From an optimization exercise on the open Yosys and OpenROAD flow, aimed at small area, a short achievable clock period and few clock cycles; shortcuts taken in it are not production practice.
Only simulation tests tie the RTL to the original design; equivalence was not proved.
Power figures rest on the tool's default switching activity, not on a simulated workload.

--- run.sh ---
#!/bin/bash
# synth_recipe.tcl (not shown) runs the flow's synth.tcl, then flattens the netlist and writes it again
# the make line also repeats each setting of config.mk as NAME=value (left out here)
make -C /OpenROAD-flow-scripts/flow DESIGN_CONFIG=/design/flow/config.mk WORK_HOME=/design/flow/orfs CLKGATE_MAP_FILE= SYNTH_SCRIPT=/design/flow/synth_recipe.tcl finish
--- config.mk ---
export PLATFORM = sky130hd
export DESIGN_NAME = diff_drive_odometry
export DESIGN_NICKNAME = diff_drive_odometry
export VERILOG_FILES = /design/flow/design.v
export SDC_FILE = /design/flow/constraint.sdc
export NUM_CORES = 4
export LEC_CHECK = 0
export CAP_MARGIN = 20
export CORE_MARGIN = 2
export CORE_UTILIZATION = 60
export SETUP_SLACK_MARGIN = 5
export SLEW_MARGIN = 20
--- constraint.sdc ---
create_clock -name core_clock -period 11.0 [get_ports {i_clk}]
set_input_delay 2.2000 -clock core_clock [delete_from_list [all_inputs] [get_ports {i_clk}]]
set_output_delay 2.2000 -clock core_clock [all_outputs]
set_load 0.01 [all_outputs]
--- design.v ---
package ddo_pkg;
    localparam logic signed [33:0] PI_Q28      = 34'sd843314857;
    localparam logic signed [33:0] TWO_PI_Q28  = 34'sd1686629713;
    localparam logic signed [33:0] HALF_PI_Q28 = 34'sd421657428;
    localparam logic signed [31:0] CORDIC_GAIN_Q30 = 32'sd652032874;
    localparam logic signed [31:0] COS_ZERO_Q30 = 32'sd1073741826;
    localparam logic signed [31:0] SIN_ZERO_Q30 = -32'sd76;
    localparam logic [39:0] HALF_TRACK_DEFAULT = 40'd2621442;
    localparam logic [47:0] RADIUS_CAP = 48'h4000_0000_0000;
endpackage
module ddo_mul (
    input  logic signed [47:0] i_a,
    input  logic signed [47:0] i_acc,
    input  logic [7:0]         i_b,
    input  logic               i_bsig,
    output logic signed [47:0] o_acc,
    output logic [7:0]         o_low
);
    logic [56:0] w_a, w_p0, w_p1, w_p2, w_p3, w_p4, w_p5, w_p6, w_p7, w_sum;
    logic        w_neg;
    assign w_a   = 57'(i_a);
    assign w_neg = i_bsig & i_b[7];
    assign w_p0  = i_b[0] ? w_a        : 57'd0;
    assign w_p1  = i_b[1] ? w_a << 1   : 57'd0;
    assign w_p2  = i_b[2] ? w_a << 2   : 57'd0;
    assign w_p3  = i_b[3] ? w_a << 3   : 57'd0;
    assign w_p4  = i_b[4] ? w_a << 4   : 57'd0;
    assign w_p5  = i_b[5] ? w_a << 5   : 57'd0;
    assign w_p6  = i_b[6] ? w_a << 6   : 57'd0;
    assign w_p7  = i_b[7] ? (w_neg ? ~(w_a << 7) : w_a << 7) : 57'd0;
    assign w_sum = 57'(i_acc) + w_p0 + w_p1 + w_p2 + w_p3 + w_p4 + w_p5 + w_p6 + w_p7
                 + 57'(w_neg);
    assign o_acc = w_sum[55:8];
    assign o_low = w_sum[7:0];
endmodule
module ddo_div (
    input  logic [31:0] i_rem,
    input  logic [1:0]  i_nb,
    input  logic [31:0] i_den,
    output logic [31:0] o_rem,
    output logic [1:0]  o_q
);
    logic [32:0] w_r1, w_r2, w_r1s;
    logic [33:0] w_d1, w_d2;
    assign w_r1  = {i_rem, i_nb[1]};
    assign w_d1  = {1'b0, w_r1} - {2'b0, i_den};
    assign w_r1s = w_d1[33] ? w_r1 : w_d1[32:0];
    assign w_r2  = {w_r1s[31:0], i_nb[0]};
    assign w_d2  = {1'b0, w_r2} - {2'b0, i_den};
    assign o_rem = w_d2[33] ? w_r2[31:0] : w_d2[31:0];
    assign o_q   = {~w_d1[33], ~w_d2[33]};
endmodule
module ddo_cordic (
    input  logic signed [31:0] i_x,
    input  logic signed [31:0] i_y,
    input  logic signed [31:0] i_z,
    input  logic [4:0]         i_i,
    output logic signed [31:0] o_x,
    output logic signed [31:0] o_y,
    output logic signed [31:0] o_z
);
    logic signed [31:0] w_tx, w_ty, w_at;
    always_comb begin
        case (i_i)
            5'd0:  w_at = 32'sd843314856;
            5'd1:  w_at = 32'sd497837829;
            5'd2:  w_at = 32'sd263043836;
            5'd3:  w_at = 32'sd133525158;
            5'd4:  w_at = 32'sd67021686;
            5'd5:  w_at = 32'sd33543515;
            5'd6:  w_at = 32'sd16775850;
            5'd7:  w_at = 32'sd8388437;
            5'd8:  w_at = 32'sd4194282;
            5'd9:  w_at = 32'sd2097149;
            5'd10: w_at = 32'sd1048575;
            5'd11: w_at = 32'sd524287;
            5'd12: w_at = 32'sd262143;
            5'd13: w_at = 32'sd131071;
            5'd14: w_at = 32'sd65535;
            5'd15: w_at = 32'sd32767;
            5'd16: w_at = 32'sd16383;
            5'd17: w_at = 32'sd8191;
            5'd18: w_at = 32'sd4095;
            5'd19: w_at = 32'sd2047;
            5'd20: w_at = 32'sd1023;
            5'd21: w_at = 32'sd511;
            5'd22: w_at = 32'sd255;
            5'd23: w_at = 32'sd127;
            default: w_at = 32'sd0;
        endcase
    end
    assign w_tx = i_y >>> i_i;
    assign w_ty = i_x >>> i_i;
    logic        w_neg;
    logic [32:0] w_sx, w_sy, w_sz;
    assign w_neg = i_z[31];
    assign w_sx  = {i_x, 1'b1} + {(w_neg ? w_tx : ~w_tx), ~w_neg};
    assign w_sy  = {i_y, 1'b1} + {(w_neg ? ~w_ty : w_ty), w_neg};
    assign w_sz  = {i_z, 1'b1} + {(w_neg ? w_at : ~w_at), ~w_neg};
    assign o_x   = w_sx[32:1];
    assign o_y   = w_sy[32:1];
    assign o_z   = w_sz[32:1];
endmodule
import ddo_pkg::*;
module diff_drive_odometry (
    input  logic         i_clk,
    input  logic         i_rst_n,
    input  logic         s_axis_tvalid,
    output logic         s_axis_tready,
    input  logic [63:0]  s_axis_tdata,
    output logic         m_axis_tvalid,
    input  logic         m_axis_tready,
    output logic [127:0] m_axis_tdata,
    input  logic         i_cfg_valid,
    output logic         o_cfg_ready,
    input  logic [2:0]   i_cfg_index,
    input  logic [27:0]  i_cfg_data
);
    localparam logic [3:0] F_IDLE = 4'd0, F_ML = 4'd1, F_MR = 4'd3, F_RW = 4'd4,
                           F_MT   = 4'd5, F_TW = 4'd6, F_WRAP = 4'd8, F_DONE = 4'd9;
    localparam logic [2:0] C_IDLE = 3'd0, C_HDIV = 3'd1, C_HDONE = 3'd2, C_CD = 3'd3,
                           C_WAIT = 3'd4, C_SCD  = 3'd5, C_FIN   = 3'd6;
    localparam logic [2:0] M_IDLE = 3'd0, M_MX = 3'd1, M_XU = 3'd2, M_MY = 3'd3,
                           M_YU   = 3'd4, M_MR2 = 3'd5, M_SW = 3'd6, M_CINIT = 3'd7;
    logic [23:0] r_left_scale, r_right_scale, r_inv_track;
    logic [19:0] r_turn_db;
    logic [27:0] r_gyro_db;
    logic signed [31:0] r_heading, r_gyro;
    logic signed [31:0] r_out_h, r_x, r_y, r_out_g;
    logic               r_out_valid;
    logic [3:0] r_fst;
    logic [2:0] r_cst, r_mst;
    logic [1:0] r_fcnt;
    logic [4:0] r_ccnt;
    logic [2:0] r_mcnt;
    logic signed [47:0] r_ma;
    logic [39:0]        r_mb;
    logic signed [47:0] r_acc;
    logic               r_blast;
    logic [39:0]        r_fl;        
    logic               r_flneg;
    logic [31:0]        r_fdmag;     
    logic               r_fdneg, r_fturn;
    logic signed [33:0] r_fnh;       
    logic [31:0] r_rem;
    logic [47:0] r_nq;
    logic        r_ovf;
    logic [31:0] r_dmag;
    logic        r_lneg, r_dneg;
    logic signed [31:0] r_cx, r_cy, r_cz, r_c0, r_s0;
    logic        r_cneg, r_n0;
    logic [39:0] r_half;
    logic        r_half_ok;
    logic        r_sgx, r_sgy, r_mstr;
    logic signed [32:0] r_ymul;
    logic signed [47:0] w_mul_acc;
    logic [7:0]  w_mul_low;
    logic [31:0] w_div_rem;
    logic [1:0]  w_div_q;
    logic signed [31:0] w_cor_x, w_cor_y, w_cor_z;
    logic        w_f_step, w_m_step, w_f_mul, w_m_busy;
    assign w_f_step = (r_fst == F_ML) || (r_fst == F_MR) || (r_fst == F_MT);
    assign w_m_step = (r_mst == M_MX) || (r_mst == M_MY) || (r_mst == M_MR2);
    assign w_f_mul  = w_f_step || (r_fst == F_RW) || (r_fst == F_TW);
    assign w_m_busy = ((r_mst != M_IDLE) && (r_mst != M_YU)) || (r_cst == C_WAIT);
    ddo_mul u_mul (.i_a(r_ma), .i_acc(r_acc), .i_b(r_mb[7:0]), .i_bsig(r_blast),
                   .o_acc(w_mul_acc), .o_low(w_mul_low));
    ddo_div u_div (.i_rem(r_rem), .i_nb(r_nq[47:46]), .i_den(r_dmag),
                   .o_rem(w_div_rem), .o_q(w_div_q));
    logic [31:0] w_div0_rem;
    logic [1:0]  w_div0_q;
    ddo_div u_div0 (.i_rem(32'(r_fl[39:18])), .i_nb(r_fl[17:16]), .i_den(r_fdmag),
                    .o_rem(w_div0_rem), .o_q(w_div0_q));
    ddo_cordic u_cor (.i_x(r_cx), .i_y(r_cy), .i_z(r_cz), .i_i(r_ccnt),
                      .o_x(w_cor_x), .o_y(w_cor_y), .o_z(w_cor_z));
    logic [15:0] w_lc, w_rc, w_lc_mag;
    assign w_lc     = s_axis_tdata[15:0];
    assign w_rc     = s_axis_tdata[31:16];
    assign w_lc_mag = w_lc[15] ? 16'd0 - w_lc : w_lc;
    logic signed [40:0] w_wr;
    logic signed [41:0] w_diff;
    assign w_wr   = $signed({r_acc[24:0], r_mb[39:24]});
    logic [42:0] w_diff_s;
    assign w_diff_s = {42'(w_wr), 1'b1} + {(r_flneg ? 42'(r_fl) : ~(42'(r_fl))), !r_flneg};
    assign w_diff   = $signed(w_diff_s[42:1]);
    logic [59:0] w_gx;
    logic        w_pneg, w_pfrac, w_big;
    logic [32:0] w_m33;
    logic [31:0] w_dmag_new;
    logic        w_dsat;
    assign w_pneg  = r_acc[47];
    assign w_pfrac = |r_mb[27:16];
    assign w_gx    = w_pneg ? ~{r_acc, r_mb[39:28]} : {r_acc, r_mb[39:28]};
    assign w_big   = |w_gx[59:32];
    assign w_m33   = {1'b0, w_gx[31:0]} + 33'(w_pneg & ~w_pfrac);
    always_comb begin
        if (w_pneg) begin
            w_dsat     = w_big || w_m33[32] || (w_m33[31] && (|w_m33[30:0]));
            w_dmag_new = w_dsat ? 32'h8000_0000 : w_m33[31:0];
        end else begin
            w_dsat     = w_big || w_m33[32] || w_m33[31];
            w_dmag_new = w_dsat ? 32'h7FFF_FFFF : w_m33[31:0];
        end
    end
    logic [34:0] w_nh_s;
    logic signed [33:0] w_nh_new;
    logic        w_sat_pos, w_sat_neg, w_nsat;
    logic [33:0] w_nh_b;
    assign w_sat_pos = !w_pneg && (|r_acc[47:19]);
    assign w_sat_neg = w_pneg && !(&r_acc[47:19]) &&
                       !(w_pfrac && (&r_acc[47:20]) && !r_acc[19] && (&r_acc[18:0]) && (&r_mb[39:28]));
    assign w_nsat    = w_sat_pos || w_sat_neg;
    assign w_nh_b    = w_sat_pos ? 34'sh7FFF_FFFF : w_sat_neg ? -34'sh8000_0000
                                                  : {r_acc[21:0], r_mb[39:28]};
    assign w_nh_s    = {34'(r_heading), 1'b1} + {w_nh_b, (w_pneg & w_pfrac & !w_nsat)};
    assign w_nh_new  = $signed(w_nh_s[34:1]);
    logic        w_ge_pi, w_lt_mpi, w_gt_hpi, w_lt_mhpi, w_in_range;
    logic signed [33:0] w_ang_sum;
    assign w_ge_pi    = r_fnh >= PI_Q28;
    assign w_lt_mpi   = r_fnh < -PI_Q28;
    assign w_gt_hpi   = r_fnh > HALF_PI_Q28;
    assign w_lt_mhpi  = r_fnh < -HALF_PI_Q28;
    assign w_in_range = !w_ge_pi && !w_lt_mpi;
    assign w_ang_sum  = r_fnh + (w_ge_pi ? -TWO_PI_Q28 : TWO_PI_Q28);
    localparam logic signed [33:0] ATAN0_Q28 = 34'sd210828714;    
    localparam logic signed [31:0] ATAN0_Q30 = 32'sd843314856;
    localparam logic signed [31:0] ATAN1_Q30 = 32'sd497837829;
    localparam logic signed [31:0] GAIN_H    = 32'sd326016437;     
    localparam logic signed [31:0] GAIN_3H   = 32'sd978049311;     
    logic        w_fneg, w_s0, w_s1;
    logic        r_ffneg, r_fs0, r_fs1;    
    logic [31:0] w_kz, w_cz0;
    logic signed [31:0] w_cx0, w_cy0;
    always_comb begin
        if (w_gt_hpi) begin
            w_fneg = 1'b1;
            w_s0   = 1'b0;
            w_s1   = r_fnh >= PI_Q28 - ATAN0_Q28;
        end else if (w_lt_mhpi) begin
            w_fneg = 1'b1;
            w_s0   = 1'b1;
            w_s1   = r_fnh >= ATAN0_Q28 - PI_Q28;
        end else begin
            w_fneg = 1'b0;
            w_s0   = !r_fnh[33];
            w_s1   = r_fnh[33] ? (r_fnh >= -ATAN0_Q28) : (r_fnh >= ATAN0_Q28);
        end
    end
    logic [31:0] w_kz2;
    always_comb begin
        case ({r_ffneg, r_fs0})
            2'b10:   w_kz = 32'(-(PI_Q28 <<< 2));
            2'b11:   w_kz = 32'(PI_Q28 <<< 2);
            default: w_kz = '0;
        endcase
        case ({r_fs0, r_fs1})
            2'b11:   w_kz2 = w_kz - ATAN0_Q30 - ATAN1_Q30;
            2'b10:   w_kz2 = w_kz - ATAN0_Q30 + ATAN1_Q30;
            2'b01:   w_kz2 = w_kz + ATAN0_Q30 - ATAN1_Q30;
            default: w_kz2 = w_kz + ATAN0_Q30 + ATAN1_Q30;
        endcase
    end
    assign w_cz0 = {r_fnh[29:0], 2'b00} + w_kz2;
    assign w_cx0 = (r_fs0 == r_fs1) ? GAIN_H : GAIN_3H;
    assign w_cy0 = r_fs0 ? (r_fs1 ? GAIN_3H : GAIN_H) : (r_fs1 ? -GAIN_H : -GAIN_3H);
    logic [47:0] w_qc;
    logic        w_qneg;
    logic signed [47:0] w_r;
    logic signed [32:0] w_cdp, w_sdp;
    logic        w_same;
    assign w_qc   = r_ovf ? RADIUS_CAP : r_nq;
    assign w_qneg = r_lneg ^ r_dneg;
    logic [48:0] w_r_s;
    assign w_r_s  = {8'd0, r_half, 1'b1} + {(w_qneg ? ~w_qc : w_qc), w_qneg};
    assign w_r    = $signed(w_r_s[48:1]);
    assign w_same = (r_n0 == r_cneg);
    logic [33:0] w_cdp_s, w_sdp_s;
    assign w_cdp_s = {33'(r_c0), 1'b1} + {(w_same ? ~(33'(r_cx)) : 33'(r_cx)), w_same};
    assign w_sdp_s = {33'(r_s0), 1'b1} + {(w_same ? ~(33'(r_cy)) : 33'(r_cy)), w_same};
    assign w_cdp   = $signed(w_cdp_s[33:1]);
    assign w_sdp   = $signed(w_sdp_s[33:1]);
    logic signed [57:0] w_f;
    logic        w_ffrac, w_fbig, w_sg, w_cin;
    logic signed [31:0] w_pos;
    logic signed [35:0] w_psum;
    logic signed [31:0] w_pos_new;
    assign w_f     = $signed({r_acc, r_mb[39:30]});
    assign w_ffrac = r_acc[47] && (|r_mb[29:0]);
    assign w_fbig  = !((&w_f[57:33]) || !(|w_f[57:33]));
    assign w_sg    = (r_mst == M_XU) ? r_sgx : r_sgy;
    assign w_pos   = (r_mst == M_XU) ? r_x : r_y;
    assign w_cin   = w_sg ? !w_ffrac : w_ffrac;
    logic [36:0] w_psum_s;
    assign w_psum_s = {36'(w_pos), 1'b1} + {(w_sg ? ~w_f[35:0] : w_f[35:0]), w_cin};
    assign w_psum   = $signed(w_psum_s[36:1]);
    always_comb begin
        if (w_fbig)
            w_pos_new = (w_sg ^ w_f[57]) ? 32'sh8000_0000 : 32'sh7FFF_FFFF;
        else if ((&w_psum[35:31]) || !(|w_psum[35:31]))
            w_pos_new = w_psum[31:0];
        else
            w_pos_new = w_psum[35] ? 32'sh8000_0000 : 32'sh7FFF_FFFF;
    end
    logic signed [31:0] w_g;
    logic [31:0] w_gx32;
    logic        w_g_pass;
    logic signed [32:0] w_g_sum;
    logic signed [31:0] w_gyro_new;
    assign w_g      = s_axis_tdata[63:32];
    assign w_gx32   = w_g[31] ? ~w_g : w_g;
    assign w_g_pass = w_g[31] ? (w_gx32 >= 32'(r_gyro_db)) : (w_gx32 > 32'(r_gyro_db));
    assign w_g_sum  = 33'(r_gyro) + 33'(w_g);
    always_comb begin
        if (!w_g_pass)                     w_gyro_new = r_gyro;
        else if (w_g_sum[32] != w_g_sum[31]) w_gyro_new = w_g_sum[32] ? 32'sh8000_0000 : 32'sh7FFF_FFFF;
        else                               w_gyro_new = w_g_sum[31:0];
    end
    logic w_rd, w_cstart, w_sstart, w_take;
    assign w_rd     = (r_cst == C_WAIT) && (r_mst == M_IDLE) && !w_f_mul && !r_out_valid;
    assign w_cstart = ((r_cst == C_IDLE) || w_rd) && r_half_ok && (r_fst == F_DONE) && r_fturn;
    assign w_sstart = (r_cst == C_IDLE) && (r_mst == M_IDLE) && r_half_ok && (r_fst == F_DONE) &&
                      !r_fturn && !r_out_valid;
    assign w_take   = w_cstart || (r_cst == C_FIN);
    assign s_axis_tready = w_take;
    assign o_cfg_ready   = 1'b1;
    assign m_axis_tvalid = r_out_valid;
    assign m_axis_tdata  = {r_out_g, r_y, r_x, r_out_h};
    always_ff @(posedge i_clk) begin
        if (!i_rst_n) begin
            r_fst         <= F_IDLE;
            r_cst         <= C_IDLE;
            r_mst         <= M_IDLE;
            r_out_valid   <= 1'b0;
            r_left_scale  <= 24'd65536;
            r_right_scale <= 24'd65536;
            r_inv_track   <= 24'd209715;
            r_turn_db     <= 20'd26844;
            r_gyro_db     <= 28'd5368709;
            r_heading     <= '0;
            r_gyro        <= '0;
            r_x           <= '0;
            r_y           <= '0;
            r_cx          <= COS_ZERO_Q30;
            r_cy          <= SIN_ZERO_Q30;
            r_cneg        <= 1'b0;
            r_half        <= HALF_TRACK_DEFAULT;
            r_half_ok     <= 1'b1;
        end else begin
            if (w_take) begin
                r_heading <= r_fnh[31:0];
                r_gyro    <= w_gyro_new;
            end
            if (((r_mst == M_YU) && !r_mstr) || (r_cst == C_FIN))
                r_out_valid <= 1'b1;
            else if (m_axis_tready)
                r_out_valid <= 1'b0;
            case (r_fst)
                F_IDLE: if (s_axis_tvalid && !w_m_busy) r_fst <= F_ML;
                F_ML:   if (r_fcnt == 2'd1) r_fst <= F_MR;
                F_MR:   if (r_fcnt == 2'd1) r_fst <= F_RW;
                F_RW:   r_fst <= F_MT;
                F_MT:   if (r_fcnt == 2'd2) r_fst <= F_TW;
                F_TW:   r_fst <= F_WRAP;
                F_WRAP: if (w_in_range) r_fst <= F_DONE;
                F_DONE: if (w_take) r_fst <= F_IDLE;
                default: r_fst <= F_IDLE;
            endcase
            if (w_cstart) begin
                r_cx   <= w_cx0;
                r_cy   <= w_cy0;
                r_cneg <= r_ffneg;
                r_cst  <= C_CD;
            end else begin
                case (r_cst)
                    C_IDLE: begin
                        if (!r_half_ok) begin
                            if (r_inv_track == 24'd0) begin
                                r_half    <= '0;
                                r_half_ok <= 1'b1;
                            end else begin
                                r_cst <= C_HDIV;
                            end
                        end
                    end
                    C_HDIV:  if (r_ccnt == 5'd22) r_cst <= C_HDONE;
                    C_HDONE: begin
                        r_half    <= r_nq[39:0];
                        r_half_ok <= 1'b1;
                        r_cst     <= C_IDLE;
                    end
                    C_CD, C_SCD: begin
                        r_cx <= w_cor_x;
                        r_cy <= w_cor_y;
                        if (r_ccnt == 5'd23) r_cst <= (r_cst == C_CD) ? C_WAIT : C_FIN;
                    end
                    C_WAIT: if (w_rd) r_cst <= C_IDLE;
                    C_FIN:  r_cst <= C_IDLE;
                    default: r_cst <= C_IDLE;
                endcase
            end
            case (r_mst)
                M_IDLE: begin
                    if (w_rd)          r_mst <= M_MX;
                    else if (w_sstart) r_mst <= M_MR2;
                end
                M_MX:  if (r_mcnt == 3'd4) r_mst <= M_XU;
                M_XU: begin
                    r_x   <= w_pos_new;
                    r_mst <= M_MY;
                end
                M_MY:  if (r_mcnt == 3'd4) r_mst <= M_YU;
                M_YU: begin
                    r_y   <= w_pos_new;
                    r_mst <= r_mstr ? M_CINIT : M_IDLE;
                end
                M_MR2: if (r_mcnt == 3'd1) r_mst <= M_SW;
                M_SW:  r_mst <= M_MX;
                M_CINIT: begin
                    r_cx   <= w_cx0;
                    r_cy   <= w_cy0;
                    r_cneg <= r_ffneg;
                    r_cst  <= C_SCD;
                    r_mst  <= M_IDLE;
                end
                default: r_mst <= M_IDLE;
            endcase
            if (i_cfg_valid) begin
                case (i_cfg_index)
                    3'd0: r_left_scale  <= i_cfg_data[23:0];
                    3'd1: r_right_scale <= i_cfg_data[23:0];
                    3'd2: begin
                        r_inv_track <= i_cfg_data[23:0];
                        r_half_ok   <= 1'b0;
                        r_fst       <= F_IDLE;
                        r_cst       <= C_IDLE;
                        r_mst       <= M_IDLE;
                    end
                    3'd3: r_turn_db     <= i_cfg_data[19:0];
                    3'd4: r_gyro_db     <= i_cfg_data;
                    default: ;
                endcase
            end
        end
    end
    always_ff @(posedge i_clk) begin
        r_fcnt <= (w_f_step && !(r_fst == F_ML && r_fcnt == 2'd1)) ? r_fcnt + 2'd1 : 2'd0;
        r_mcnt <= w_m_step ? r_mcnt + 3'd1 : 3'd0;
        if (w_cstart || r_mst == M_CINIT) r_ccnt <= 5'd2;
        else if (r_cst == C_HDIV || r_cst == C_CD || r_cst == C_SCD) r_ccnt <= r_ccnt + 5'd1;
        else r_ccnt <= '0;
        r_blast <= ((r_fst == F_MR) && (r_fcnt == 2'd0)) ||
                   ((r_mst == M_MR2) && (r_mcnt == 3'd0)) ||
                   ((r_mst == M_MX || r_mst == M_MY) && (r_mcnt == 3'd3));
        if (w_rd) begin
            r_out_h <= r_heading;
            r_out_g <= r_gyro;
        end else if (r_cst == C_FIN) begin
            r_out_h <= r_fnh[31:0];
            r_out_g <= w_gyro_new;
        end
        if (r_fst == F_ML && r_fcnt == 2'd1) begin
            r_ma  <= 48'(r_right_scale);
            r_mb  <= 40'($signed(w_rc));
            r_acc <= '0;
        end else if (w_f_step || w_m_step) begin
            r_acc <= w_mul_acc;
            r_mb  <= {w_mul_low, r_mb[39:8]};
        end else if (r_fst == F_IDLE && !w_m_busy) begin
            r_ma  <= 48'(r_left_scale);
            r_mb  <= 40'(w_lc_mag);
            r_acc <= '0;
        end else if (r_fst == F_RW) begin
            r_ma  <= 48'(w_diff);
            r_mb  <= 40'(r_inv_track);
            r_acc <= '0;
        end else if (w_rd) begin
            r_ma  <= w_r;
            r_mb  <= 40'(w_cdp);
            r_acc <= '0;
        end else if (w_sstart) begin
            r_ma  <= 48'(r_right_scale);
            r_mb  <= 40'($signed(w_rc));
            r_acc <= '0;
        end else if (r_mst == M_XU) begin
            r_mb  <= 40'(r_ymul);
            r_acc <= '0;
        end else if (r_mst == M_SW) begin
            r_ma  <= 48'(w_wr);
            r_mb  <= 40'(r_cy);
            r_acc <= '0;
        end
        if (r_fst == F_ML && r_fcnt == 2'd1) begin
            r_fl    <= {w_mul_acc[23:0], w_mul_low, r_mb[39:32]};
            r_flneg <= w_lc[15];
        end
        if (w_rd)                 r_ymul <= w_sdp;
        else if (r_mst == M_SW)   r_ymul <= 33'(r_cx);
        case (r_fst)
            F_TW: begin
                r_fdmag <= w_dmag_new;
                r_fdneg <= w_pneg && (w_dmag_new != 32'd0);
                r_fnh   <= w_nh_new;
            end
            F_WRAP: begin
                r_fturn <= (r_fdmag != 32'd0) && (r_fdmag >= 32'(r_turn_db));
                r_ffneg <= w_fneg;
                r_fs0   <= w_s0;
                r_fs1   <= w_s1;
                if (!w_in_range) r_fnh <= w_ang_sum;
            end
            default: ;
        endcase
        if (w_rd) begin
            r_sgx  <= r_n0;
            r_sgy  <= !r_n0;
            r_mstr <= 1'b0;
        end else if (w_sstart) begin
            r_mstr <= 1'b1;
        end else if (r_mst == M_SW) begin
            r_sgx  <= r_cneg;
            r_sgy  <= r_cneg;
        end
        if (w_cstart) begin
            r_rem  <= w_div0_rem;
            r_nq   <= {r_fl[15:0], 30'd0, w_div0_q};
            r_dmag <= r_fdmag;
            r_ovf  <= 32'(r_fl[39:18]) >= r_fdmag;
            r_lneg <= r_flneg;
            r_dneg <= r_fdneg;
            r_cz   <= w_cz0;
            r_c0   <= r_cx;
            r_s0   <= r_cy;
            r_n0   <= r_cneg;
        end else if (r_cst == C_IDLE && !r_half_ok) begin
            r_rem  <= '0;
            r_nq   <= 48'd1 << 41;
            r_dmag <= 32'(r_inv_track);
        end else if (r_cst == C_HDIV || r_cst == C_CD || r_cst == C_SCD) begin
            r_rem <= w_div_rem;
            r_nq  <= {r_nq[45:0], w_div_q};
            if (r_cst != C_HDIV) r_cz <= w_cor_z;
        end
        if (r_mst == M_CINIT) r_cz <= w_cz0;
    end
endmodule
==> results of run 1 <==
cells in the mapped netlist (98+ instances only):
master	number	area (um^2)
sky130_fd_sc_hd__dfxtp_1	479	9589
sky130_fd_sc_hd__inv_1	666	2500
sky130_fd_sc_hd__ha_1	694	8683
sky130_fd_sc_hd__a211oi_1	104	780.8
sky130_fd_sc_hd__nand2_1	1512	5675
sky130_fd_sc_hd__edfxtp_1	457	13720
sky130_fd_sc_hd__nor3_1	147	735.7
sky130_fd_sc_hd__nor2b_1	135	844.6
sky130_fd_sc_hd__a21oi_1	970	4855
sky130_fd_sc_hd__nand2b_1	125	782.0
sky130_fd_sc_hd__nor2_1	589	2211
sky130_fd_sc_hd__xnor2_1	630	5518
sky130_fd_sc_hd__mux2i_1	106	1061
sky130_fd_sc_hd__xor2_1	283	2479
sky130_fd_sc_hd__o21a_1	98	735.7
sky130_fd_sc_hd__fa_1	362	7247
sky130_fd_sc_hd__a31oi_1	117	732.0
sky130_fd_sc_hd__nand3_1	180	900.9
sky130_fd_sc_hd__a21o_1	381	2860
sky130_fd_sc_hd__and2_1	197	1232
sky130_fd_sc_hd__o21ai_0	780	3904
sky130_fd_sc_hd__clkbuf_1	511	1918
through the flow:
step	hold slack, ns	setup WS (ns)	instance area [um^2]	instances	util, %
3_5_place_dp	0.4457	3.362	93230	12550	62.98
2_1_floorplan	0.4003	5.018	89640	10870	-
5_1_grt	0.4670	4.736	101100	12950	68.32
3_3_place_gp	0.4392	3.501	93210	12550	62.98
6_report	0.4552	4.904	101100	12950	68.32
4_1_cts	0.4543	4.919	98350	12800	66.45
worst min-delay path: stages (launching register included):
cell                      delay, ns
sky130_fd_sc_hd__dfxtp_1       0.31
sky130_fd_sc_hd__nand2_1       0.05
sky130_fd_sc_hd__a21oi_1       0.05
layout make-up:
type                            count  share of cell area, %
Inverter                          672                  2.536
Antenna cell                        3               0.007423
Sequential cell                   936                  23.10
Clock buffer                      138                  2.988
Clock inverter                     66                 0.8562
Multi-Input combinational cell   8648                  62.52
Tap cell                         1930                  2.388
Timing Repair Buffer              559                  5.597
metal layers:
| metal | up-vias | routed length, um | part of all wire [%] | global-route usage, % |
|---|---|---|---|---|
| li1 | 38450 | - | - | - |
| met1 | 41090 | 127600 | 38 | 53.97 |
| met2 | 4998 | 145200 | 43 | 63.73 |
| met3 | 1169 | 40020 | 12 | 9.826 |
| met4 | 8 | 22950 | 6.8 | 22.55 |
| met5 | - | 56 | 0.017 | 0 |
power by group through the flow:
stage	combinational (mW)	sequential, mW	clock, mW
after global placement	13.3	4.80	0
after detailed placement	13.5	4.80	0
after global routing	17.1	4.75	4.12
after floorplan	8.98	4.57	0
final	16.3	4.75	3.97
after CTS	14.1	4.74	3.98
cell families after synthesis:
logic type                 Yosys count
buffers and inverters             1291
and+or+nand+nor                   3279
other                                2
DFF                                936
AOI/OAI and AO/OA                 3189
xor gates and xnor gates           915
adders and majority gates         1058
muxes                              196
registers in the layout, summed over array words and instances (netlist names), 33 cells and up:
name	count
r_nq	48
r_ma	48
r_ymul	33
r_mb	40
r_fnh	34
r_fl	40
r_half	40
r_acc	48
what timing repair did:
action / in CTS / in global routing
gates resized for setup: 160 / 291
setup endpoints to repair: 192 / 161
gates cloned: 11 / 19
pin swaps: 25 / 145
hold endpoints to repair: 0 / 0
buffers inserted: 35 / 127
how the worst max path moves through the flow:
stage,to
floorplan,r_gyro[7]
global placement,r_rem[14]
detailed placement,r_rem[14]
CTS,s_axis_tready
global route,r_rem[16]
finish,r_rem[30]
==> tab_implementation.tex, run 1 <==
\begin{tabular}{lr}
\hline
Metric & Value \\
\hline
\multicolumn{2}{l}{\textbf{Min path}} \\
Hold Path End & r\_turn\_db[16] \\
Worst hold-check path type & reg2reg \\
Start point of the worst min-delay path & r\_turn\_db[16] \\
Number of cells on the worst hold path & 2 \\
\multicolumn{2}{l}{\textbf{STA}} \\
Final setup viols & 0 \\
Hold Violations, Final & 0 \\
Aggregate negative setup slack & 0 ns \\
Maximum frequency from static timing analysis & between 150 and 200 MHz \\
Setup repair after global routing missed its margin & true \\
Shortest period the worst path allows & 6.096 ns \\
Final period utilization & 55.42\% \\
Final Max Slew Viols & 0 \\
Worst setup skew after layout & 0.04634 ns \\
Slew headroom & 20.92\% \\
Tightest Pin Transition & $\sim$1.2 ns \\
\multicolumn{2}{l}{\textbf{Critical path}} \\
CP Data Required Time & about 12 ns \\
Biggest cell delay along the critical path & between 0.5 and 0.6 ns \\
Crit-path leading delay family & compound AO/OA/AOI/OAI gates \\
Cells on worst reg2reg path & 27 \\
FF-to-FF Start & r\_nq[47] \\
Kind of end point of the critical path & flip-flop \\
Signal arrival time at the worst endpoint & around 6.6 ns \\
Setup CP Type & reg2reg \\
Highest-delay cell along the critical path & sky130\_fd\_sc\_hd\_\_edfxtp\_1 \\
Top fanout value on the critical path & 6 \\
Endpoint of the worst register-to-register path & r\_rem[30] \\
Setup slack on the worst flop-to-flop path & approximately 5 ns \\
Critical path buffer and inverter count & 5 \\
Crit path launch & r\_nq[47] \\
Critical path startpoint category & flip-flop \\
Total stage count of the critical path & 27 \\
\multicolumn{2}{l}{\textbf{Yosys}} \\
Primary FF master, synth & sky130\_fd\_sc\_hd\_\_dfxtp\_1 \\
Main combinational cell family by area after synthesis & compound AO/OA/AOI/OAI gates \\
Synth Instances & 10,870 \\
Fraction of the mapped netlist area in adder cells & approximately 18\% \\
Fraction of the mapped netlist area in compound gates & between 20\% and 30\% \\
Xor and xnor fraction of the mapped netlist area & 8.975\% \\
Number of distinct library cell variants in the gate-level netlist after synthesis & 94 \\
Avg Inst Size Synth & approximately 8.2 um\^{}2 \\
Proportion of synthesized area in mux cells & 2.694\% \\
Post-synth design cell area & 89,530 um\^{}2 \\
Sequential area share after synthesis & 26.04\% \\
Number of warnings issued by yosys & 2 \\
FFs w/ async S/R, synth & 0\% \\
Count of flip-flops with a built-in enable after synthesis & about 460 \\
Post-synthesis simple-gate area fraction & approximately 17\% \\
Register bit count reported by yosys & 936 \\
\multicolumn{2}{l}{\textbf{Clock tree}} \\
Worst-skew pair later-pin latency & about 0.78 ns \\
Clock edge transition at the registers on the reported setup and hold paths & roughly 0.07 ns \\
Cts bufs inserted & about 110 \\
Clock sink count & approximately 940 \\
TritonCTS clock tree & done \\
Max Root-Sink Buffers & 3 \\
Cts hold-fix bufs & 0 \\
H-tree depth & 3 \\
Clk Tree Root Cell & sky130\_fd\_sc\_hd\_\_clkbuf\_16 \\
\multicolumn{2}{l}{\textbf{Global routing}} \\
Largest net degree at the start of global routing & $\sim$120 \\
Total global-route track usage & between 40\% and 50\% \\
Number of antenna violations at the first check in global routing & 16 \\
Wire length of the first global-routing pass & 486,500 um \\
Vias in the first global route & between 70,000 and 80,000 \\
Grt total ovfl & 0 \\
\multicolumn{2}{l}{\textbf{Final layout}} \\
Number of inserted filler cells in the final layout & roughly 12,000 \\
Post-synthesis to final-layout area growth & 12.96\% \\
Number of nets at the end of the flow & 12,080 \\
Ratio of cells with drive above 1 in the final layout & $\sim$8.8\% \\
Most frequent cells in the layout & sky130\_fd\_sc\_hd\_\_nand2\_1, sky130\_fd\_sc\_hd\_\_a21oi\_1, sky130\_fd\_sc\_hd\_\_o21ai\_0 \\
Most common cell after layout, fill and taps aside & sky130\_fd\_sc\_hd\_\_nand2\_1 \\
FF/Latch Area & 23,360 um\^{}2 \\
Footprint of the multi-input gates & $\sim$63,000 um\^{}2 \\
\multicolumn{2}{l}{\textbf{Die}} \\
Width of the die & 390.3 um \\
Cell row count & $\sim$140 \\
Number of placed I/O pins & 231 \\
Floorplan die height & about 390 um \\
Effective utilization at floorplan & between 60\% and 70\% \\
Placeable core region & approximately 150,000 um\^{}2 \\
Die Footprint & roughly 150,000 um\^{}2 \\
\multicolumn{2}{l}{\textbf{Power and ir drop}} \\
Combinational share of power & around 65\% \\
Net Sw Power & approximately 13 mW \\
Power Density & about 250 nW/um\^{}2 \\
Total power draw & between 20 and 30 mW \\
Static leakage & approximately 42 nW \\
Cell-internal power & 12.52 mW \\
Proportion of power drawn by the clock network & around 16\% \\
Net switching share of the total power & around half \\
IR Drop Worst-Case VDD & around 0.00064 V \\
Sequential share of power & about a fifth \\
\multicolumn{2}{l}{\textbf{Detailed routing}} \\
Starting DRC count in detailed routing & just over 10,000 \\
Via density & between 6 and 7 \\
Detailed-router iteration count before antenna repair & 14 \\
Average routed wire per standard cell & around 26 um \\
Final ANT Viol Nets & 0 \\
Vias & roughly 86,000 \\
DRC violations left & 0 \\
Wirelength, routed & $\sim$340,000 um \\
\multicolumn{2}{l}{\textbf{Place}} \\
Number of I/O port buffers & 229 \\
GP Congestion & $\sim$1.1 \\
Total half-perimeter wirelength after legalization and detailed placement & about 240,000 um \\
\multicolumn{2}{l}{\textbf{Flow run}} \\
Max-capacitance violation count & 0 \\
\multicolumn{2}{l}{\textbf{Run status}} \\
Outcome & complete, no violations \\
\hline
\end{tabular}
Testbench counts, summed over its fixed seeds: cycles 41,842.
==> run 2: changes to the inputs <==
--- a/config.mk
+++ b/config.mk
@@ -8,5 +8,5 @@
 export CAP_MARGIN = 20
 export CORE_MARGIN = 2
-export CORE_UTILIZATION = 60
+export CORE_UTILIZATION = 40
 export SETUP_SLACK_MARGIN = 5
 export SLEW_MARGIN = 20
==> run 2 against run 1 <==
Compared with the run above:
- still clean
- area after synthesis unchanged
- setup slack better by 0.098 ns
- combinational power down 7%
==> tab_implementation.tex, run 2 <==
\begin{tabular}{lr}
\hline
Metric & Value \\
\hline
\multicolumn{2}{l}{\textbf{Yosys}} \\
Number of warnings issued by yosys & 2 \\
Fraction of synthesized cell area taken by the top area cell type & 15.33\% \\
Register bit count reported by yosys & $\sim$940 \\
Leading post-synthesis cells by instance count & sky130\_fd\_sc\_hd\_\_nand2\_1, sky130\_fd\_sc\_hd\_\_a21oi\_1, sky130\_fd\_sc\_hd\_\_o21ai\_0 \\
Avg Inst Size Synth & $\sim$8.2 um\^{}2 \\
Post-synth design cell area & about 90,000 um\^{}2 \\
Number of distinct library cell variants in the gate-level netlist after synthesis & 94 \\
Most area-hungry cell type in the Yosys netlist & sky130\_fd\_sc\_hd\_\_edfxtp\_1 \\
Area contributors post-synth & sky130\_fd\_sc\_hd\_\_edfxtp\_1, sky130\_fd\_sc\_hd\_\_dfxtp\_1, sky130\_fd\_sc\_hd\_\_ha\_1 \\
Most numerous cell in the Yosys netlist & sky130\_fd\_sc\_hd\_\_nand2\_1 \\
FFs w/ async S/R, synth & 0\% \\
Count of flip-flops with a built-in enable after synthesis & 457 \\
Primary FF master, synth & sky130\_fd\_sc\_hd\_\_dfxtp\_1 \\
Sequential area share after synthesis & a little over a quarter \\
Synth Instances & roughly 11,000 \\
\multicolumn{2}{l}{\textbf{Detailed routing}} \\
Wirelength, routed & approximately 340,000 um \\
Via density & 5.910 \\
Vias & between 80,000 and 90,000 \\
Final ANT Viol Nets & 0 \\
Average routed wire per standard cell & 24.31 um \\
Starting DRC count in detailed routing & approximately 7,200 \\
Detailed-router iteration count before antenna repair & 6 \\
DRC violations left & 0 \\
\multicolumn{2}{l}{\textbf{Clock tree}} \\
TritonCTS clock tree & done \\
Clk Tree Root Cell & sky130\_fd\_sc\_hd\_\_clkbuf\_16 \\
H-tree depth & 3 \\
Cts bufs inserted & 117 \\
Max Root-Sink Buffers & 3 \\
Clock edge transition at the registers on the reported setup and hold paths & approximately 0.060 ns \\
Clock sink count & 936 \\
Worst-skew pair later-pin latency & roughly 0.8 ns \\
\multicolumn{2}{l}{\textbf{Final layout}} \\
Most frequent cells in the layout & sky130\_fd\_sc\_hd\_\_nand2\_1, sky130\_fd\_sc\_hd\_\_a21oi\_1, sky130\_fd\_sc\_hd\_\_o21ai\_0 \\
Ratio of cells with drive above 1 in the final layout & 8.740\% \\
Number of inserted filler cells in the final layout & 21,590 \\
Most common cell after layout, fill and taps aside & sky130\_fd\_sc\_hd\_\_nand2\_1 \\
Filler-free cell count of the finished design & 14,010 \\
Number of nets at the end of the flow & around 12,000 \\
Largest regs & r\_acc: 48 flops, r\_ma: 48 flops, r\_nq: 48 flops \\
Post-synthesis to final-layout area growth & 14.55\% \\
\multicolumn{2}{l}{\textbf{Die}} \\
Number of placed I/O pins & approximately 230 \\
Floorplan die height & around 480 um \\
Placeable core region & 222,300 um\^{}2 \\
Effective utilization at floorplan & between 40\% and 50\% \\
Die Footprint & roughly 230,000 um\^{}2 \\
Width of the die & 477.1 um \\
Cell row count & between 150 and 200 \\
\multicolumn{2}{l}{\textbf{Critical path}} \\
CP Data Required Time & between 10 and 15 ns \\
Kind of end point of the critical path & flip-flop \\
Setup CP Type & reg2reg \\
Signal arrival time at the worst endpoint & around 6.5 ns \\
Biggest cell delay along the critical path & about 0.52 ns \\
Critical path startpoint category & flip-flop \\
Highest-delay cell along the critical path & sky130\_fd\_sc\_hd\_\_a2111oi\_4 \\
Top fanout value on the critical path & 7 \\
\multicolumn{2}{l}{\textbf{STA}} \\
Shortest period the worst path allows & about 6 ns \\
Setup repair after global routing missed its margin & true \\
Maximum frequency from static timing analysis & $\sim$170 MHz \\
Worst setup skew after layout & between 0.04 and 0.05 ns \\
Aggregate negative setup slack & 0 ns \\
Hold Violations, Final & 0 \\
Slew headroom & 18.88\% \\
Final period utilization & between 50\% and 60\% \\
Final Max Slew Viols & 0 \\
Hold WS & $\sim$0.45 ns \\
Tightest Pin Transition & 1.217 ns \\
Final setup viols & 0 \\
\multicolumn{2}{l}{\textbf{Place}} \\
Number of I/O port buffers & 229 \\
GP Congestion & around 0.99 \\
Placed cell count & approximately 14,000 \\
Total half-perimeter wirelength after legalization and detailed placement & between 200,000 and 300,000 um \\
\multicolumn{2}{l}{\textbf{Global routing}} \\
Number of antenna violations at the first check in global routing & 16 \\
Vias in the first global route & just under 80,000 \\
Grt total ovfl & 0 \\
Wire length of the first global-routing pass & around 500,000 um \\
Largest net degree at the start of global routing & 89 \\
Total global-route track usage & between 20\% and 30\% \\
\multicolumn{2}{l}{\textbf{Flow run}} \\
Max-capacitance violation count & 0 \\
\multicolumn{2}{l}{\textbf{Power and ir drop}} \\
Static leakage & between 40 and 50 nW \\
Power Density & roughly 240 nW/um\^{}2 \\
IR Drop Worst-Case VDD & between 0.0005 and 0.0006 V \\
\multicolumn{2}{l}{\textbf{Run status}} \\
Outcome & complete, no violations \\
\multicolumn{2}{l}{\textbf{Min path}} \\
Worst hold-check path type & reg2reg \\
\hline
\end{tabular}
[run 2: cell counts after synthesis]
No cell type changed its count.
[run 2: power by group]
part           switching [mW]  internal, mW  total (mW)
logic                    9.47          5.71        15.2
registers               0.382          4.38        4.76
clock network            1.74          2.50        4.25
total                    11.6          12.6        24.2
[run 2: area by class of cell]
class                      instances  area [um^2]  area share (%)
multi-input combinational       8642        63090           61.51
sequential                       936        23350           22.77
timing repair buffer             554         5589           5.450
tap                             2975         3722           3.629
clock buffer                     155         3425           3.339
inverter                         672         2555           2.491
clock inverter                    69        789.5          0.7698
antenna                            8        20.02         0.01952
timing repair inverter             2        17.52         0.01708
[run 2: timing repair]
item / CTS / global route
buffers inserted: 62 / 89
cloned: 17 / 6
resized for setup: 202 / 212
hold buffers: 0 / 0
pin swaps: 57 / 99
setup endpoints to repair: 216 / 225
endpoints found under the hold margin: 0 / 0
[run 2: cells by family (layout without fill, tap and decap cells)]
kind of cell / count (synthesis) / after routing / synth area share, %
muxes: 196 / 196 / 2.694
DFF: 936 / 936 / 26.04
and+or+nand+nor: 3279 / 3279 / 16.78
adders and majority gates: 1058 / 1058 / 17.82
other: 2 / 13 / 0.008388
buffers and inverters: 1291 / 1452 / 5.445
xor gates and xnor gates: 915 / 915 / 8.975
AOI/OAI and AO/OA: 3189 / 3189 / 22.24
[run 2: metal layers]
layer | vias up | share of wire [%] | GRT usage, % | routed length [um]
met4 | 6 | 5.8 | 13.95 | 19610
li1 | 38510 | - | - | -
met1 | 40400 | 41 | 36.85 | 141100
met5 | - | 0.011 | 0 | 38
met2 | 3210 | 45 | 46.28 | 154900
met3 | 692 | 7.3 | 4.313 | 24900
[run 2: metrics by stage]
step	cell area, um^2	utilization (%)	power (mW)	setup WS [ns]
after floorplan	89640	-	13.55	5.018
after global placement	94580	42.55	17.81	3.595
after detailed placement	94610	42.56	17.91	3.518
after CTS	100700	45.31	23.03	4.902
after global routing	102500	46.13	25.49	4.747
final	102600	46.13	24.19	5.002
[run 2: path summary, 6_finish.rpt]
path                                        from          endpoint  depth (start not counted)  slack, ns
worst min-delay path            r_left_scale[19]  r_left_scale[19]                          2       0.45
worst max-delay path                    r_fl[17]         r_rem[30]                         28       5.00
worst max register to register          r_fl[17]         r_rem[30]                         28       5.00
worst min register to register  r_left_scale[19]  r_left_scale[19]                          2       0.45
[run 2: critical path, delay by kind of cell (launching register included)]
family                   cells  cell delay (ns)
adder cells (fa/ha/maj)      3             0.79
XOR/XNOR                     1             0.15
multiplexers                 1             0.32
buffers and inverters        5             0.59
flip-flops                   1             0.41
AO/OA/AOI/OAI               18             3.47
==> run 3: changes to the inputs <==
--- a/design.v
+++ b/design.v
@@ -222,5 +222,4 @@
     assign w_lt_mhpi  = r_fnh < -HALF_PI_Q28;
     assign w_in_range = !w_ge_pi && !w_lt_mpi;
-    assign w_ang_sum  = r_fnh + (w_ge_pi ? -TWO_PI_Q28 : TWO_PI_Q28);
     localparam logic signed [33:0] ATAN0_Q28 = 34'sd210828714;    
     localparam logic signed [31:0] ATAN0_Q30 = 32'sd843314856;
@@ -261,5 +260,10 @@
         endcase
     end
-    assign w_cz0 = {r_fnh[29:0], 2'b00} + w_kz2;
+    logic [35:0] w_h4_b, w_h4_sum;
+    assign w_h4_b    = (r_fst == F_WRAP) ? (w_ge_pi ? 36'(-(TWO_PI_Q28 <<< 2)) : 36'(TWO_PI_Q28 <<< 2))
+                                         : 36'(w_kz2);
+    assign w_h4_sum  = {r_fnh, 2'b00} + w_h4_b;
+    assign w_ang_sum = $signed(w_h4_sum[35:2]);
+    assign w_cz0     = w_h4_sum[31:0];
     assign w_cx0 = (r_fs0 == r_fs1) ? GAIN_H : GAIN_3H;
     assign w_cy0 = r_fs0 ? (r_fs1 ? GAIN_3H : GAIN_H) : (r_fs1 ? -GAIN_H : -GAIN_3H);
==> run 3 against run 2 <==
Compared with the run above:
- total power is 3.6% higher
- count of clock-buffer cells in the layout is 6 lower
- area after synthesis is 0.42% lower
- die area is 0.42% lower
- critical path depth is 3 lower
- sequential share of layout area is 0.12 points higher
- sequential power hardly changed
- worst hold slack worse by 0.0093 ns
- largest cell class unchanged
- wire length is 3.3% higher
- highest routed layer unchanged
==> tab_implementation.tex, run 3 <==
\begin{tabular}{lr}
\hline
Metric & Value \\
\hline
\multicolumn{2}{l}{\textbf{Global routing}} \\
Vias in the first global route & approximately 80,000 \\
Number of antenna violations at the first check in global routing & 17 \\
Wire length of the first global-routing pass & 510,900 um \\
Grt total ovfl & 0 \\
Total global-route track usage & between 20\% and 30\% \\
Largest net degree at the start of global routing & $\sim$110 \\
\multicolumn{2}{l}{\textbf{Place}} \\
Placement-stage cell area & between 90,000 and 100,000 um\^{}2 \\
Setup WS pre-CTS & between 3 and 4 ns \\
Total half-perimeter wirelength after legalization and detailed placement & about 260,000 um \\
GP Congestion & $\sim$0.99 \\
Number of I/O port buffers & between 200 and 250 \\
\multicolumn{2}{l}{\textbf{Power and ir drop}} \\
IR Drop Worst-Case VDD & 0.0006233 V \\
Cell-internal power & 13.14 mW \\
Proportion of power drawn by the clock network & $\sim$16\% \\
Sequential share of power & between 10\% and 20\% \\
Total power draw & 25.06 mW \\
Static leakage & between 40 and 50 nW \\
Power Density & around 250 nW/um\^{}2 \\
Net Sw Power & $\sim$12 mW \\
Combinational share of power & 64.6\% \\
Net switching share of the total power & 47.57\% \\
\multicolumn{2}{l}{\textbf{STA}} \\
Shortest period the worst path allows & roughly 6.1 ns \\
Final Max Slew Viols & 0 \\
Hold Violations, Final & 0 \\
Smallest setup slack after layout & 4.944 ns \\
Worst setup skew after layout & 0.04422 ns \\
Aggregate negative setup slack & 0 ns \\
Setup repair after global routing missed its margin & true \\
Final period utilization & 55.05\% \\
Tightest Pin Transition & around 1.2 ns \\
Final setup viols & 0 \\
Slew headroom & $\sim$20\% \\
Maximum frequency from static timing analysis & $\sim$170 MHz \\
\multicolumn{2}{l}{\textbf{Final layout}} \\
Footprint of the multi-input gates & 62,860 um\^{}2 \\
Ratio of cells with drive above 1 in the final layout & 9.573\% \\
Most common cell after layout, fill and taps aside & sky130\_fd\_sc\_hd\_\_nand2\_1 \\
FF/Latch Area & between 20,000 and 25,000 um\^{}2 \\
Number of inserted filler cells in the final layout & roughly 22,000 \\
Most frequent cells in the layout & sky130\_fd\_sc\_hd\_\_nand2\_1, sky130\_fd\_sc\_hd\_\_o21ai\_0, sky130\_fd\_sc\_hd\_\_a21oi\_1 \\
Post-layout instance area & between 100,000 and 150,000 um\^{}2 \\
Number of nets at the end of the flow & 11,900 \\
Largest regs & r\_acc: 48 flops, r\_ma: 48 flops, r\_nq: 48 flops \\
Share of the core filled with cells & 46.03\% \\
Post-synthesis to final-layout area growth & 14.55\% \\
\multicolumn{2}{l}{\textbf{Yosys}} \\
Xor and xnor fraction of the mapped netlist area & 8.797\% \\
Number of distinct library cell variants in the gate-level netlist after synthesis & between 100 and 150 \\
Register bit count reported by yosys & 936 \\
Leading post-synthesis cells by instance count & sky130\_fd\_sc\_hd\_\_nand2\_1, sky130\_fd\_sc\_hd\_\_o21ai\_0, sky130\_fd\_sc\_hd\_\_a21oi\_1 \\
Primary FF master, synth & sky130\_fd\_sc\_hd\_\_dfxtp\_1 \\
Number of warnings issued by yosys & 2 \\
Post-synthesis simple-gate area fraction & roughly 17\% \\
FFs w/ async S/R, synth & 0\% \\
Avg Inst Size Synth & between 8 and 9 um\^{}2 \\
Most numerous cell in the Yosys netlist & sky130\_fd\_sc\_hd\_\_nand2\_1 \\
Main combinational cell family by area after synthesis & compound AO/OA/AOI/OAI gates \\
Fraction of the mapped netlist area in compound gates & 22.04\% \\
Area contributors post-synth & sky130\_fd\_sc\_hd\_\_edfxtp\_1, sky130\_fd\_sc\_hd\_\_dfxtp\_1, sky130\_fd\_sc\_hd\_\_ha\_1 \\
Count of flip-flops with a built-in enable after synthesis & approximately 460 \\
Proportion of synthesized area in mux cells & 3.374\% \\
Sequential area share after synthesis & 26.15\% \\
Fraction of synthesized cell area taken by the top area cell type & roughly 15\% \\
Post-synth design cell area & slightly below 90,000 um\^{}2 \\
Most area-hungry cell type in the Yosys netlist & sky130\_fd\_sc\_hd\_\_edfxtp\_1 \\
Fraction of the mapped netlist area in adder cells & between 10\% and 20\% \\
Synth Instances & 10,690 \\
\multicolumn{2}{l}{\textbf{Detailed routing}} \\
Detailed-router iteration count before antenna repair & 6 \\
Final ANT Viol Nets & 0 \\
DRC violations left & 0 \\
Vias & 82,450 \\
Wirelength, routed & 351,700 um \\
Via density & just under 6 \\
Average routed wire per standard cell & about 25 um \\
Starting DRC count in detailed routing & roughly 8,300 \\
\multicolumn{2}{l}{\textbf{Clock tree}} \\
Worst-skew pair later-pin latency & 0.79 ns \\
Clock edge transition at the registers on the reported setup and hold paths & about 0.06 ns \\
H-tree depth & 3 \\
TritonCTS clock tree & done \\
Clock sink count & around 940 \\
Cts bufs inserted & 113 \\
Max Root-Sink Buffers & 3 \\
Clk Tree Root Cell & sky130\_fd\_sc\_hd\_\_clkbuf\_16 \\
\multicolumn{2}{l}{\textbf{Die}} \\
Placeable core region & between 200,000 and 250,000 um\^{}2 \\
Number of placed I/O pins & 231 \\
Die Footprint & approximately 230,000 um\^{}2 \\
Cell row count & between 150 and 200 \\
Width of the die & 476.1 um \\
Floorplan die height & between 400 and 500 um \\
Effective utilization at floorplan & 40.18\% \\
\multicolumn{2}{l}{\textbf{Critical path}} \\
CP Data Required Time & 11.52 ns \\
Critical path startpoint category & flip-flop \\
Setup CP Type & reg2reg \\
Signal arrival time at the worst endpoint & about 6.6 ns \\
Setup slack on the worst flop-to-flop path & a little under 5 ns \\
Kind of end point of the critical path & flip-flop \\
Top fanout value on the critical path & 7 \\
\multicolumn{2}{l}{\textbf{Flow run}} \\
Max-capacitance violation count & 0 \\
\multicolumn{2}{l}{\textbf{Min path}} \\
Worst hold-check path type & reg2reg \\
\multicolumn{2}{l}{\textbf{Run status}} \\
Outcome & complete, no violations \\
\hline
\end{tabular}
## run 3: cell count changes after synthesis, sizes merged, moves of 16 or more
| cell | delta |
|---|---|
| nor3 | -24 |
| a21boi | +130 |
| nand3 | -27 |
| o21ai | +55 |
| mux4 | +16 |
| a21oi | -196 |
| a21o | -58 |
| a31oi | -21 |
| nor2b | +30 |
| ha | -25 |
| nand2 | -31 |
| mux2 | +18 |
## run 3: cell type report
class | count | area share, %
Multi-Input combinational cell | 8497 | 61.56
Sequential cell | 936 | 22.89
Timing Repair Buffer | 561 | 5.528
Tap cell | 2975 | 3.645
Clock buffer | 149 | 3.170
Inverter | 657 | 2.455
Clock inverter | 63 | 0.7033
Antenna cell | 17 | 0.04166
Timing Repair inverter | 1 | 0.006126
## run 3: timing repair
action / in CTS / in global routing
endpoints found under the setup margin: 228 / 214
buffers inserted: 84 / 80
hold buffers: 0 / 0
pin swaps: 54 / 107
endpoints found under the hold margin: 0 / 0
gates resized for setup: 237 / 228
cloned: 11 / 13
## run 3: routing by layer
metal  GRT usage [%]  part of all wire, %  up-vias
met5               0                0.013        -
met4           16.50                  6.4        8
met3           3.958                  7.5      764
met2           46.91                   45     3420
met1           39.19                   41    40390
li1                -                    -    37870
## run 3: power by group through the flow
| stage | Sequential (mW) | Combinational (mW) | Clock [mW] |
|---|---|---|---|
| global placement | 4.87 | 13.0 | 0 |
| floorplan | 4.55 | 9.09 | 0 |
| global route | 4.78 | 17.3 | 4.26 |
| finish | 4.78 | 16.2 | 4.09 |
| CTS | 4.78 | 14.2 | 4.14 |
| detailed placement | 4.87 | 13.1 | 0 |
## run 3: logic make-up after synthesis
| family | Yosys count |
|---|---|
| AND/OR/NAND/NOR | 3225 |
| AO/OA/AOI/OAI | 3103 |
| buffers and inverters | 1264 |
| adder cells (fa/ha/maj) | 1037 |
| flip-flops | 936 |
| XOR/XNOR | 893 |
| multiplexers | 232 |
| other | 2 |
## run 3: per-stage QoR
step,hold slack (ns),cells
after global placement,0.4116,13440
after global routing,0.4447,13850
after detailed placement,0.4108,13440
after floorplan,0.4003,10700
final,0.4434,13860
after CTS,0.4369,13750
## run 3: worst paths after layout
check,endpoint,cells past startpoint,startpoint
max,r_rem[30],25,r_fdmag[0]
min,r_dneg,0,r_fdneg
max reg2reg,r_rem[30],25,r_fdmag[0]
min reg2reg,r_dneg,0,r_fdneg
## run 3: worst max-delay path: stages, from the launching register on
cell and delay [ns]:
sky130_fd_sc_hd__edfxtp_1 0.49, sky130_fd_sc_hd__ha_2 0.24, sky130_fd_sc_hd__inv_2 0.04, sky130_fd_sc_hd__fa_2 0.37
sky130_fd_sc_hd__a211oi_2 0.24, sky130_fd_sc_hd__o211ai_1 0.18, sky130_fd_sc_hd__a31oi_2 0.25, sky130_fd_sc_hd__o2111ai_2 0.18
sky130_fd_sc_hd__a311oi_2 0.28, sky130_fd_sc_hd__nor2_2 0.09, sky130_fd_sc_hd__o21a_4 0.29, sky130_fd_sc_hd__mux2_4 0.35
sky130_fd_sc_hd__ha_4 0.17, sky130_fd_sc_hd__buf_4 0.13, sky130_fd_sc_hd__o21a_1 0.19, sky130_fd_sc_hd__o21ai_2 0.24
sky130_fd_sc_hd__o31ai_4 0.11, sky130_fd_sc_hd__a22o_1 0.25, sky130_fd_sc_hd__a211o_1 0.31, sky130_fd_sc_hd__a2111oi_4 0.29
sky130_fd_sc_hd__or3_4 0.20, sky130_fd_sc_hd__o21ai_2 0.07, sky130_fd_sc_hd__a41o_1 0.23, sky130_fd_sc_hd__a31oi_2 0.19
sky130_fd_sc_hd__xor2_1 0.21, sky130_fd_sc_hd__o221ai_1 0.15
Testbench counts of run 3, summed over its fixed seeds: cycles 41,842.

==> port drivers added, routing unchanged <==
Ports are ideal in the flow. The routed layouts listed here were re-timed in OpenROAD. Step 1, drivers: a clkbuf_16 drives i_clk and a buf_2 each remaining input, both assumed. Step 2 adds t to the input delays and takes it off the output delays; t is the mean of the earliest and latest rising clock arrival at the registers after step 1. Input paths then give back, and output paths get back, about the clock's delay inside the block. a / b / c = ideal ports / drivers / drivers and shift; a / b = the first two.
run	t (ns)	setup WS [ns]	pins driven straight from the clock port
run 1	0.841	4.904 / 4.904 / 4.454	1
run 2	0.867	5.002 / 5.002 / 4.315	1
run 3	0.859	4.944 / 4.944 / 4.517	1
After both steps every run listed still meets setup and hold. For run 2, which loses most, drivers alone change the setup slack by 0.000 ns; drivers and shift together by -0.687 ns.
